This design comes from an exercise in tuning for small area on the open sky130 flow, not from production work.
Only simulation tests tie the RTL to the original design; equivalence was not proved.

// sccb_target
module sccb_target #(
  parameter logic [7:0] DEV_ADDR = 8'h60
) (
  input  logic       clk,
  input  logic       reset,
  input  logic       scl,
  input  logic       sda_in,
  output logic       sda,
  output logic       sda_oe,
  output logic       wr_stb,
  output logic [7:0] wr_addr,
  output logic [7:0] wr_data,
  output logic       busy
);
  typedef enum logic [2:0] {
    IDLE, DEV, DEV_ACK, SUB, WACK, WDAT, RDAT, RD_ACK
  } state_t;
  logic       scl_s1, scl_s2, scl_h, scl_h2;
  logic       sda_s1, sda_s2, sda_h, sda_h2;
  logic       scl_rise, scl_fall, bus_start, bus_stop;
  state_t     state, state_n;
  logic [8:0] shift, shift_n;
  logic [7:0] ptr, ptr_n;
  logic       sda_oe_n, busy_n, wr_stb_n;
  logic       reg_we, wr_vld;
  logic [7:0] rx_byte, rd_byte;
  logic       rx_last, tx_done;
  logic [127:0][7:0] bank0, bank1;
  logic [6:0] phase;
  logic [7:0] pend_addr, pend_data;
  logic [7:0] rbuf, ptr_inc;
  logic       commit, reading, at_ptr, after_ptr, rd_bank;
  logic [7:0] head0, head1;
  assign sda = 1'b0;
  assign rx_byte = {shift[6:0], sda_h};
  assign rx_last = shift[7];
  assign tx_done = (shift[7:0] == 8'h00);
  assign rd_byte = rbuf;
  assign scl_rise  = scl_h & ~scl_h2;
  assign scl_fall  = ~scl_h & scl_h2;
  assign bus_start = scl_h & scl_h2 & sda_h2 & ~sda_h;
  assign bus_stop  = scl_h & scl_h2 & ~sda_h2 & sda_h;
  always_ff @(posedge clk or posedge reset) begin
    if (reset) begin
      scl_s1 <= 1'b1;
      scl_s2 <= 1'b1;
      scl_h  <= 1'b1;
      scl_h2 <= 1'b1;
      sda_s1 <= 1'b1;
      sda_s2 <= 1'b1;
      sda_h  <= 1'b1;
      sda_h2 <= 1'b1;
    end else begin
      scl_s1 <= scl;
      scl_s2 <= scl_s1;
      scl_h  <= scl_s2;
      scl_h2 <= scl_h;
      sda_s1 <= sda_in;
      sda_s2 <= sda_s1;
      sda_h  <= sda_s2;
      sda_h2 <= sda_h;
    end
  end
  always_ff @(posedge clk or posedge reset) begin
    if (reset) begin
      state  <= IDLE;
      ptr    <= 8'h00;
      sda_oe <= 1'b0;
      busy   <= 1'b0;
      wr_stb <= 1'b0;
      wr_vld <= 1'b0;
    end else begin
  ...
Size in the first run: ~2400 cells after synthesis, ~2100 flip-flops.
Settings: LEC_CHECK=0, CAP_MARGIN=20, CORE_MARGIN=2, CORE_UTILIZATION=70, PLACE_DENSITY=0.8, SLEW_MARGIN=20; clock period 10.0 ns.
standard.sh (not shown) runs the stock make flow with config.mk's settings and CLKGATE_MAP_FILE= SYNTH_SCRIPT=/design/flow/synth_recipe.tcl, a recipe that flattens the netlist after the stock synthesis.
==> flow/flow/run.sh <==
#!/bin/bash
# The standard layout (standard.sh, standard synthesis) with a leaner clock tree:
# CTS without dummy loads, small port buffers, and after global routing any leaf clock
# buffer whose flip-flop clock pins would see too much slew is upsized (fixclk.tcl).
# Each run's full output goes to a log file in the folder this runs in.
set -euo pipefail
here=$(pwd)
cts="-sink_clustering_enable -repair_clock_nets -dont_use_dummy_load"
cts="$cts -buf_list sky130_fd_sc_hd__clkbuf_8 -sink_clustering_size 22 -sink_clustering_max_diameter 50"
bash standard.sh finish \
  "CTS_ARGS=$cts" \
  "BUFFER_PORTS_ARGS=-buffer_cell sky130_fd_sc_hd__buf_1" \
  "POST_GLOBAL_ROUTE_TCL=$here/flow/fixclk.tcl" > "$here/standard.log" 2>&1
==> flow/flow/fixclk.tcl <==
# Sourced by ORFS's global_route.tcl after global routing (POST_GLOBAL_ROUTE_TCL).
# Upsizes clock buffers whose loads would see too much slew, estimated from the global
# routes: first the buffers that drive other clock buffers, then those that drive
# flip-flops. Then it legalises, reroutes the changed nets and rewrites the route guides.
set ::fix_target 0.110
set ::fix_ladder {sky130_fd_sc_hd__clkbuf_1 sky130_fd_sc_hd__clkbuf_2 sky130_fd_sc_hd__clkbuf_4
  sky130_fd_sc_hd__clkbuf_8 sky130_fd_sc_hd__clkbuf_16}

proc fix_pin_slew {pin} {
  set w 0
  foreach e {rise fall} {
    foreach a {min max} {
      set s [get_property $pin slew_${a}_$e]
      if {$s > $w} { set w $s }
    }
  }
  return $w
}

# Upsize the clock tree buffers of one kind (leaf 1: driving anything but clock buffers)
# whose loads are over the target.
proc fix_pass {leaf} {
  global fix_target fix_ladder
  set n 0
  foreach inst [get_cells -quiet clkbuf_*] {
    set m [get_property $inst ref_name]
    set i [lsearch -exact $fix_ladder $m]
    if {$i < 0} { continue }
    set out [get_pins -of_objects $inst -filter "direction==output"]
    set loads [get_pins -quiet -of_objects [get_nets -of_objects $out] -filter "direction==input"]
    set to_ff 0
    set w 0
    foreach p $loads {
      if {[lsearch -exact $fix_ladder [get_property [get_cells -of_objects $p] ref_name]] < 0} { set to_ff 1 }
      set s [fix_pin_slew $p]
      if {$s > $w} { set w $s }
    }
    if {$to_ff != $leaf || $w <= $fix_target} { continue }
    set name [get_full_name $inst]
    if {$i == [llength $fix_ladder] - 1} {
      puts "fixclk: $name ($m) slew $w left as is"
      continue
    }
    set nm [lindex $fix_ladder [expr {$i + 1}]]
    puts "fixclk: $name $m -> $nm (slew $w)"
    replace_cell $inst $nm
    incr n
  }
  return $n
}

set_propagated_clock [all_clocks]
global_route -start_incremental
foreach leaf {0 1} {
  for {set it 0} {$it < 4} {incr it} {
    estimate_parasitics -global_routing
    set n [fix_pass $leaf]
    puts "fixclk: leaf $leaf pass $it upsized $n"
    if {$n == 0} { break }
  }
}
detailed_placement
check_placement -verbose
global_route -end_incremental
estimate_parasitics -global_routing
write_guides $::env(RESULTS_DIR)/route.guide
Next try:
--- a/flow/flow/run.sh
+++ b/flow/flow/run.sh
@@ -7,5 +7,5 @@
 here=$(pwd)
 cts="-sink_clustering_enable -repair_clock_nets -dont_use_dummy_load"
-cts="$cts -buf_list sky130_fd_sc_hd__clkbuf_8 -sink_clustering_size 22 -sink_clustering_max_diameter 50"
+cts="$cts -buf_list sky130_fd_sc_hd__clkbuf_8 -sink_clustering_size 18 -sink_clustering_max_diameter 45"
 bash standard.sh finish \
   "CTS_ARGS=$cts" \
--- a/flow/flow/fixclk.tcl
+++ b/flow/flow/fixclk.tcl
@@ -3,5 +3,5 @@
 # routes: first the buffers that drive other clock buffers, then those that drive
 # flip-flops. Then it legalises, reroutes the changed nets and rewrites the route guides.
-set ::fix_target 0.110
+set ::fix_target 0.120
 set ::fix_ladder {sky130_fd_sc_hd__clkbuf_1 sky130_fd_sc_hd__clkbuf_2 sky130_fd_sc_hd__clkbuf_4
   sky130_fd_sc_hd__clkbuf_8 sky130_fd_sc_hd__clkbuf_16}
ABC_AREA = 1   (was default)
Result: The changed run passed the timing, design-rule and antenna checks. Worst hold slack improved by 18 ps. Maximum frequency rose by 7.9%. Flip-flop and latch count does not change. Synthesized cell count rose by 6.1%. Setup slack improved by 280 ps. Global-route usage fell by 4.2 points. First-iteration DRC count fell by 55%. Sequential share of layout area rose by 0.89 points.

## port drivers added, routing unchanged
The results above use ideal ports. As a check the final layouts listed here were re-extracted and re-timed, cells and wires unchanged.
Step 1 (the two cells are an assumption about what drives the block):
set clk [get_ports {clk}]
set_driving_cell -lib_cell sky130_fd_sc_hd__clkbuf_16 $clk
set_driving_cell -lib_cell sky130_fd_sc_hd__buf_2 [delete_from_list [all_inputs] $clk]
Step 2, shift: input delay + t, output delay - t, t = (earliest + latest rising clock arrival at the registers) / 2. This alone moves slack from input paths to output paths.
a / b / c = ideal / step 1 / step 2; a / b = the first two.
run	shift t [ns]	setup slack, ns	latest minus earliest clock arrival (ns)	worst register clock-pin slew, ns	pins driven straight from the clock port
the first run	0.706	6.123 / 6.055 / 6.323	0.137 / 0.137	0.12 / 0.12	1
the second run	0.719	6.406 / 6.337 / 7.055	0.083 / 0.083	0.11 / 0.11	1
After both steps setup and hold are still met in every run listed.
